Context: an optimization exercise on an open-source flow, tuned for small area, a short achievable clock period and few clock cycles. The choices shown serve that exercise and are no tape-out recipe.
Where RTL was checked, it was by simulation tests only, not by an equivalence proof against the original.
No activity file was given, so power comes from the tool's default toggle rates.

// keyword_source_lexer
module keyword_source_lexer #(
   parameter int MAX_TEXT_LEN = 65536
) (
   input  wire logic         clock,
   input  wire logic         reset,
   input  wire logic         req_valid,
   output logic             req_stall,
   input  wire logic [8:0]   req_data,
   output logic             rsp_valid,
   input  wire logic         rsp_stall,
   output logic [45:0]      rsp_data,
   input  wire logic         csr_we,
   input  wire logic [16:0]  csr_wdata
);
   logic         room;
   logic         push;
   logic [45:0]  push_w;
   ksl_front u_front (
      .clock     (clock),
      .reset     (reset),
      .req_valid (req_valid),
      .req_stall (req_stall),
      .req_data  (req_data),
      .csr_we    (csr_we),
      .csr_wdata (csr_wdata),
      .room      (room),
      .last_index(rsp_data[39:24]),
      .push      (push),
      .push_w    (push_w)
   );
   ksl_tokq u_tokq (
      .clock     (clock),
      .reset     (reset),
      .push      (push),
      .push_w    (push_w),
      .room      (room),
      .rsp_valid (rsp_valid),
      .rsp_stall (rsp_stall),
      .rsp_data  (rsp_data)
   );
endmodule
==> flow/config.mk <==
export PLATFORM = sky130hd
export DESIGN_NAME = keyword_source_lexer
export DESIGN_NICKNAME = keyword_source_lexer
export VERILOG_FILES = /design/flow/design.v
export SDC_FILE = /design/flow/constraint.sdc
export NUM_CORES = 4
export LEC_CHECK = 0
export CAP_MARGIN = 20
export CORE_MARGIN = 2
export CORE_UTILIZATION = 40
export SETUP_SLACK_MARGIN = 5
export SLEW_MARGIN = 20
==> flow/constraint.sdc <==
create_clock -name core_clock -period 8.5 [get_ports {clock}]
set_input_delay 1.7000 -clock core_clock [delete_from_list [all_inputs] [get_ports {clock}]]
set_output_delay 1.7000 -clock core_clock [all_outputs]
set_load 0.01 [all_outputs]
run.sh (not shown) runs the stock make flow with config.mk's settings and CLKGATE_MAP_FILE= SYNTH_SCRIPT=/design/flow/synth_recipe.tcl, a recipe that flattens the netlist after the stock synthesis.
The baseline completed with no timing, DRC or antenna violations.
==> next run, changes <==
==> flow/flow/run.sh (new file) <==
#!/bin/bash
# The standard layout, with the smallest buffer on each port instead of the
# default delay-cell buffer; repair still resizes port buffers where timing needs it
set -euo pipefail
export BUFFER_PORTS_ARGS="-buffer_cell sky130_fd_sc_hd__buf_1"
bash standard.sh finish > standard_finish.log 2>&1
==> flow/standard.sh (new file) <==
#!/bin/bash
# synth_recipe.tcl (not shown) runs the flow's synth.tcl, then flattens the netlist and writes it again
# the make line also repeats each setting of config.mk as NAME=value (left out here)
make -C /OpenROAD-flow-scripts/flow DESIGN_CONFIG=/design/flow/config.mk WORK_HOME=/design/flow/orfs CLKGATE_MAP_FILE= SYNTH_SCRIPT=/design/flow/synth_recipe.tcl "${@:-finish}"
removed: flow/run.sh
Cell count goes down slightly.
Utilization came out lower by 2.3 points.
First-iteration DRC count came out lower by a few percent.
Area after synthesis is unchanged.
Cell area shrinks by a few percent.
Clock skew went up by 0.011 ns.
No run of this note included a check of the RTL's function; only the layout flow was run.

---

Setup of raven:
Another version of the RTL of keyword_source_lexer (not shown whole).
Size in the first run: roughly 1700 cells after synthesis, about 150 flip-flops, ~11000 µm² of cells after synthesis.
==> flow/config.mk <==
export PLATFORM = sky130hd
export DESIGN_NAME = keyword_source_lexer
export DESIGN_NICKNAME = keyword_source_lexer
export VERILOG_FILES = /design/flow/design.v
export SDC_FILE = /design/flow/constraint.sdc
export NUM_CORES = 4
export LEC_CHECK = 0
export ABC_AREA = 1
export CAP_MARGIN = 20
export CORE_MARGIN = 2
export CORE_UTILIZATION = 48
export CTS_BUF_LIST = sky130_fd_sc_hd__clkbuf_8
export SETUP_SLACK_MARGIN = 5
export SLEW_MARGIN = 20
==> flow/constraint.sdc <==
create_clock -name core_clock -period 8.5 [get_ports {clock}]
set_input_delay 1.7000 -clock core_clock [delete_from_list [all_inputs] [get_ports {clock}]]
set_output_delay 1.7000 -clock core_clock [all_outputs]
set_load 0.01 [all_outputs]
standard.sh (not shown) runs the stock make flow with config.mk's settings and CLKGATE_MAP_FILE= SYNTH_SCRIPT=/design/flow/synth_recipe.tcl, a recipe that flattens the netlist after the stock synthesis.
==> flow/flow/run.sh <==
#!/bin/bash
# The standard layout, with the smallest buffer on each port instead of the
# default delay-cell buffer; repair still resizes port buffers where timing needs it
set -euo pipefail
export BUFFER_PORTS_ARGS="-buffer_cell sky130_fd_sc_hd__buf_1"
bash standard.sh finish > standard_finish.log 2>&1
Testbench counts of raven, summed over its fixed seeds: cycles 148,692.
## Diff of input files: harbor against raven
- clearing SETUP_SLACK_MARGIN, which used to be 5
- swapping 48 for 35 in CORE_UTILIZATION
diff --git a/flow/flow/run.sh b/flow/flow/run.sh
--- a/flow/flow/run.sh
+++ b/flow/flow/run.sh
@@ -3 +3 @@
-# default delay-cell buffer; repair still resizes port buffers where timing needs it
+# default delay-cell buffer, and timing repair aiming 5.5 ns below the clock period
@@ -5,0 +6 @@
+export SETUP_SLACK_MARGIN=5.5
==> comparison <==
- harbor finished all stages; the layout is clean.
- Of harbor and raven, the higher layout overhead on the synthesized area belongs to harbor.
- Taking raven as the reference, in harbor power share of the clock group shrank by 1.9 points, global routing met1 resource utilization saw a decrease.
- A end point of the critical path of u_front.len_ff[5] is what raven shows, while u_front.far_ff belongs to harbor.
Relative to harbor, the following input files were edited for umber:
- ABC_AREA removed (was 1)
- CORE_UTILIZATION changed from 35 to 40
==> summary.txt <==
Signed area change from the synthesized netlist to the final layout in umber is 1.6 points higher than in harbor
umber supports a higher top clock frequency than harbor.
On umber: stage delay of the slowest cell on the critical path is 0.10 ns lower than what harbor gave.
harbor -> umber: post-placement cell area increased slightly

---

keyword_source_lexer, a different RTL version from the one above (not shown whole).
For scale: ~150 flip-flops, about 79 I/O pins.
export LEC_CHECK = 0
export ABC_AREA = 1
export CAP_MARGIN = 20
export CORE_MARGIN = 2
export CORE_UTILIZATION = 40
export CTS_BUF_LIST = sky130_fd_sc_hd__clkbuf_8
export SLEW_MARGIN = 20
create_clock -name core_clock -period 8.5 [get_ports {clock}]
==> flow/flow/run.sh <==
#!/bin/bash
# The standard layout, with the smallest buffer on each port instead of the
# default delay-cell buffer, and timing repair aiming 5.75 ns below the clock period
set -euo pipefail
export BUFFER_PORTS_ARGS="-buffer_cell sky130_fd_sc_hd__buf_1"
export SETUP_SLACK_MARGIN=5.75
bash standard.sh finish > standard_finish.log 2>&1
Testbench counts at the start, summed over its fixed seeds: cycles 146,983.
Change:
==> flow/flow/run.sh (replaced) <==
#!/bin/bash
# The standard layout, with the smallest buffer on each port instead of the
# default delay-cell buffer, and timing repair aiming 5.5 ns below the clock period
set -euo pipefail
export BUFFER_PORTS_ARGS="-buffer_cell sky130_fd_sc_hd__buf_1"
export SETUP_SLACK_MARGIN=5.5
bash standard.sh finish > standard_finish.log 2>&1
Final area went down by 6.4%.
Maximum frequency is lower by 5.0%.
Wire length falls by 4.6%.
Change:
==> flow/flow/run.sh (replaced) <==
#!/bin/bash
# The standard layout, with the smallest buffer on each port instead of the
# default delay-cell buffer; repair still resizes port buffers where timing needs it
set -euo pipefail
export BUFFER_PORTS_ARGS="-buffer_cell sky130_fd_sc_hd__buf_1"
bash standard.sh finish > standard_finish.log 2>&1
--- a/flow/config.mk
+++ b/flow/config.mk
@@ -11,3 +11,4 @@
 export CORE_UTILIZATION = 40
 export CTS_BUF_LIST = sky130_fd_sc_hd__clkbuf_8
+export SETUP_SLACK_MARGIN = 5
 export SLEW_MARGIN = 20
Outcome: The changed run ran to the end with no violations; utilization shrinks by 0.60 points; clock power climbs by 6.2%; global-route usage climbs by 0.30 points; final cell count fell by about 0.33%; non-clock buffer count goes down by 6; via count went down by 1.7%; wire length rose by 0.41%; count of clock-buffer cells in the layout rises by 2; setup slack got worse by 0.46 ns; synthesized area does not change.

## afterwards: timing with drivers on the ports
How much do the figures lean on ideal ports? The routed layouts below were timed once more, with nothing changed but the port constraints. Step 1 assumes that a clkbuf_16 drives the clock port and a buf_2 every other input. Step 2 adds t to the input delays and takes it off the output delays; t is the mean of the earliest and latest rising clock arrival at the registers after step 1. Input paths then give back, and output paths get back, about the clock's delay inside the block. Slacks: ideal / step 1 / step 2; pairs: ideal / step 1.
| run | t (ns) | setup slack, ns | worst setup path at the end | slew at the worst register clock pin (ns) | cell pins on the clock port's net |
|---|---|---|---|---|---|
| the first run of note 1 | 0.473 | 4.560 / 4.560 / 4.560 | register to register | 0.07 / 0.07 | 1 |
| the second run of note 1 | 0.460 | 4.573 / 4.573 / 4.573 | register to register | 0.07 / 0.07 | 1 |
| raven | 0.493 | 5.139 / 5.160 / 4.666 | input to register | 0.10 / 0.10 | 1 |
| harbor | 0.505 | 5.484 / 5.511 / 5.006 | input to register | 0.10 / 0.10 | 1 |
| umber | 0.491 | 5.532 / 5.520 / 5.067 | input to register | 0.11 / 0.11 | 1 |
| the first run of note 3 | 0.494 | 5.742 / 5.735 / 5.269 | input to register | 0.09 / 0.09 | 1 |
| the second run of note 3 | 0.504 | 5.597 / 5.597 / 5.119 | input to register | 0.10 / 0.10 | 1 |
| the third run of note 3 | 0.502 | 5.139 / 5.139 / 4.688 | input to register | 0.10 / 0.10 | 1 |
After both steps setup and hold are still met in every run listed.
